This design comes from an exercise in tuning for small area, a short achievable clock period and few clock cycles per item on the open sky130 flow, not from production work. In this exercise RTL edits were held to simulation tests only and were not proved equivalent to the original. Power is estimated from default activity; no workload was simulated.

Design array_list_engine, start of the top module:
module array_list_engine #(
   parameter int DEPTH = ale_pkg::DEPTH_DEF
) (
   input  logic                            clock,
   input  logic                            reset,
   input  logic                            req_tvalid,
   output logic                            req_tready,
   input  logic [ale_pkg::REQ_TDATA_W-1:0] req_tdata,
   input  logic [ale_pkg::REQ_TUSER_W-1:0] req_tuser,
   output logic                            rsp_tvalid,
   input  logic                            rsp_tready,
   output logic [ale_pkg::RSP_TDATA_W-1:0] rsp_tdata,
   output logic [ale_pkg::RSP_TUSER_W-1:0] rsp_tuser,
   input  logic                            csr_tvalid,
   output logic                            csr_tready,
   input  logic [ale_pkg::CSR_TDATA_W-1:0] csr_tdata
);
   localparam int AW    = $clog2(DEPTH);
   localparam int CW    = $clog2(DEPTH + 1);
   localparam int CMPW  = (CW > IDX_W) ? CW : IDX_W;
   localparam int SUM_W = ELEM_W + CW;
   localparam logic [CMPW-1:0] DEPTH_C = CMPW'(DEPTH);
   ale_pkg::state_type               state_ff, state_in;
   logic [OP_W-1:0]         op_ff, op_in;
   logic [ELEM_W-1:0]       key_ff, key_in;
   logic [CW-1:0]           count_ff, count_in;
   logic [CAP_W-1:0]        cap_ff, cap_in;
   logic [AW-1:0]           ptr_ff, ptr_in;
   logic [AW-1:0]           last_ff, last_in;
   logic                    down_ff, down_in;
   logic                    issue_ff, issue_in;
   logic                    rd_vld_ff, rd_vld_in;
   logic [AW-1:0]           rd_addr_ff, rd_addr_in;
  ...
make LEC_CHECK=0 CAP_MARGIN=20 CORE_MARGIN=2 CORE_UTILIZATION=40 SLEW_MARGIN=20 finish   # period 6.0 ns
run.sh (not shown) runs the stock make flow with config.mk's settings and CLKGATE_MAP_FILE= SYNTH_SCRIPT=/design/flow/synth_recipe.tcl, a recipe that flattens the netlist after the stock synthesis.
Testbench counts at the start, summed over its fixed seeds: cycles 287,132, requests 16,000.
Next try:
--- a/flow/design.v
+++ b/flow/design.v
@@ -518,22 +518,23 @@
                            mem_we = 1'b1;
                            mem_wa = rd_addr_ff;
                            mem_wd = prev_ff;
                         end
                      end
                   end
                   REQ_GET: begin
                      val_in = rd_data_ff;
                   end
                   REQ_SET: begin
-                     sum_in = sum_ff - SUM_W'($signed(rd_data_ff));
+                     sum_in = sum_ff + SUM_W'($signed(key_ff)) - SUM_W'($signed(rd_data_ff));
                      trk_remove(rd_data_ff);
+                     trk_add(key_ff, 1'b0);
                   end
                   REQ_MAX: begin
                      if ((rd_addr_ff == '0) || ($signed(rd_data_ff) > $signed(val_ff))) begin
                         val_in  = rd_data_ff;
                         scnt_in = CW'(1);
                      end else if (rd_data_ff == val_ff) begin
                         scnt_in = CW'(scnt_ff + 1'b1);
                      end
                      if (rd_last) begin
                         mx_in  = val_in;
@@ -570,22 +571,20 @@
                   end
                endcase
             end
          end
          S_TAIL: begin
             mem_we = 1'b1;
             mem_wa = wr_addr_ff;
             mem_wd = key_ff;
             if ((op_ff == REQ_APPEND) || (op_ff == REQ_INSERT)) begin
                count_in = CW'(count_ff + 1'b1);
-            end
-            if ((op_ff == REQ_APPEND) || (op_ff == REQ_INSERT) || (op_ff == REQ_SET)) begin
                sum_in   = sum_ff + SUM_W'($signed(key_ff));
                trk_add(key_ff, count_ff == '0);
             end
          end
          S_DIV: begin
             if (div_done) begin
                val_in = div_quo;
             end
          end
          S_DONE: begin
Effect: The changed run completed with no timing, DRC or antenna violations; wire length grows by a little under a tenth; sequential power shrinks by a few percent; power shrinks by a few percent; combinational power shrinks by a quarter to a third; utilization hardly moves; global-route usage grows by 1.4 points; worst setup slack got worse by 0.27 ns; non-clock buffer count grows by 61; worst hold slack improved by 0.055 ns.
Testbench counts after the change, summed over its fixed seeds: cycles 287,132, requests 16,000.

--- another note on this design; it stands on its own ---

## array_list_engine
module array_list_engine #(
   parameter int DEPTH = ale_pkg::DEPTH_DEF
) (
   input  logic                            clock,
   input  logic                            reset,
   input  logic                            req_tvalid,
   output logic                            req_tready,
   input  logic [ale_pkg::REQ_TDATA_W-1:0] req_tdata,
   input  logic [ale_pkg::REQ_TUSER_W-1:0] req_tuser,
   output logic                            rsp_tvalid,
   input  logic                            rsp_tready,
   output logic [ale_pkg::RSP_TDATA_W-1:0] rsp_tdata,
   output logic [ale_pkg::RSP_TUSER_W-1:0] rsp_tuser,
   input  logic                            csr_tvalid,
   output logic                            csr_tready,
   input  logic [ale_pkg::CSR_TDATA_W-1:0] csr_tdata
);
Settings: LEC_CHECK=0, CAP_MARGIN=20, CORE_MARGIN=2, CORE_UTILIZATION=40, SETUP_SLACK_MARGIN=1.5, SLEW_MARGIN=20; clock period 6.0 ns.
run.sh (not shown) runs the stock make flow with config.mk's settings and CLKGATE_MAP_FILE= SYNTH_SCRIPT=/design/flow/synth_recipe.tcl, a recipe that flattens the netlist after the stock synthesis.
The starting point went through all stages and came out clean.
Testbench counts at the start, summed over its fixed seeds: cycles 287,132, requests 16,000.
Edit:
CORE_UTILIZATION = 50   (was 40)
=>
- The changed run produced a clean layout
- sequential share of layout area is higher by 0.29 points
- design area is lower by 0.52%
- worst hold slack is worse by 0.064 ns
- utilization is higher by 11 points
- total power stays flat
- flip-flop and latch count stays the same
- non-clock buffer count is higher by 22
- count of clock-buffer cells in the layout stays the same
- routed wire length is lower by 0.44%
- area after synthesis stays the same


array_list_engine, a different RTL version from the one above (not shown whole).
Size in the first run: about 22000 cells after synthesis, about 3100 flip-flops, about 94 I/O pins.
Settings: LEC_CHECK=0, CAP_MARGIN=20, CELL_PAD_IN_SITES_DETAIL_PLACEMENT=2, CELL_PAD_IN_SITES_GLOBAL_PLACEMENT=2, CORE_MARGIN=2, CORE_UTILIZATION=18, MIN_ROUTING_LAYER=met2, PLACE_DENSITY=0.22, SETUP_SLACK_MARGIN=0.2, SLEW_MARGIN=20; clock period 6.0 ns.
The baseline did not get past 5_1_grt.
Testbench counts at the start, summed over its fixed seeds: cycles 17,215, requests 16,000.
==> next run, changes <==
Settings changed: CELL_PAD_IN_SITES_DETAIL_PLACEMENT 2 to not set, CELL_PAD_IN_SITES_GLOBAL_PLACEMENT 2 to not set, CORE_UTILIZATION 18 to 22, PLACE_DENSITY 0.22 to 0.26.
Outcome:
- The changed run never finished: it broke off in 5_1_grt with GRT-0116
- synthesized area stays the same
- synthesized cell count stays the same

==> re-timing with driven ports <==
How much do the figures lean on ideal ports? The routed layouts below were timed once more, with nothing changed but the port constraints. Step 1 assumes that a clkbuf_16 drives the clock port and a buf_2 every other input. Step 2 adds t to the input delays and takes it off the output delays; t is the mean of the earliest and latest rising clock arrival at the registers after step 1. Input paths then give back, and output paths get back, about the clock's delay inside the block. a / b / c = ideal ports / drivers / drivers and shift; a / b = the first two.
run | t, ns | setup slack, ns | slew at the worst register clock pin (ns) | worst slew at a driven data input, ns
the first run of note 1 | 0.921 | 0.542 / 0.542 / 0.542 | 0.07 / 0.07 | 0.14
the second run of note 1 | 0.931 | 0.272 / 0.272 / 0.272 | 0.07 / 0.07 | 0.21
the first run of note 2 | 0.939 | 1.013 / 1.013 / 1.013 | 0.07 / 0.07 | 0.13
the second run of note 2 | 0.990 | 1.092 / 1.092 / 1.092 | 0.07 / 0.07 | 0.06
After both steps setup and hold are still met in every run listed.
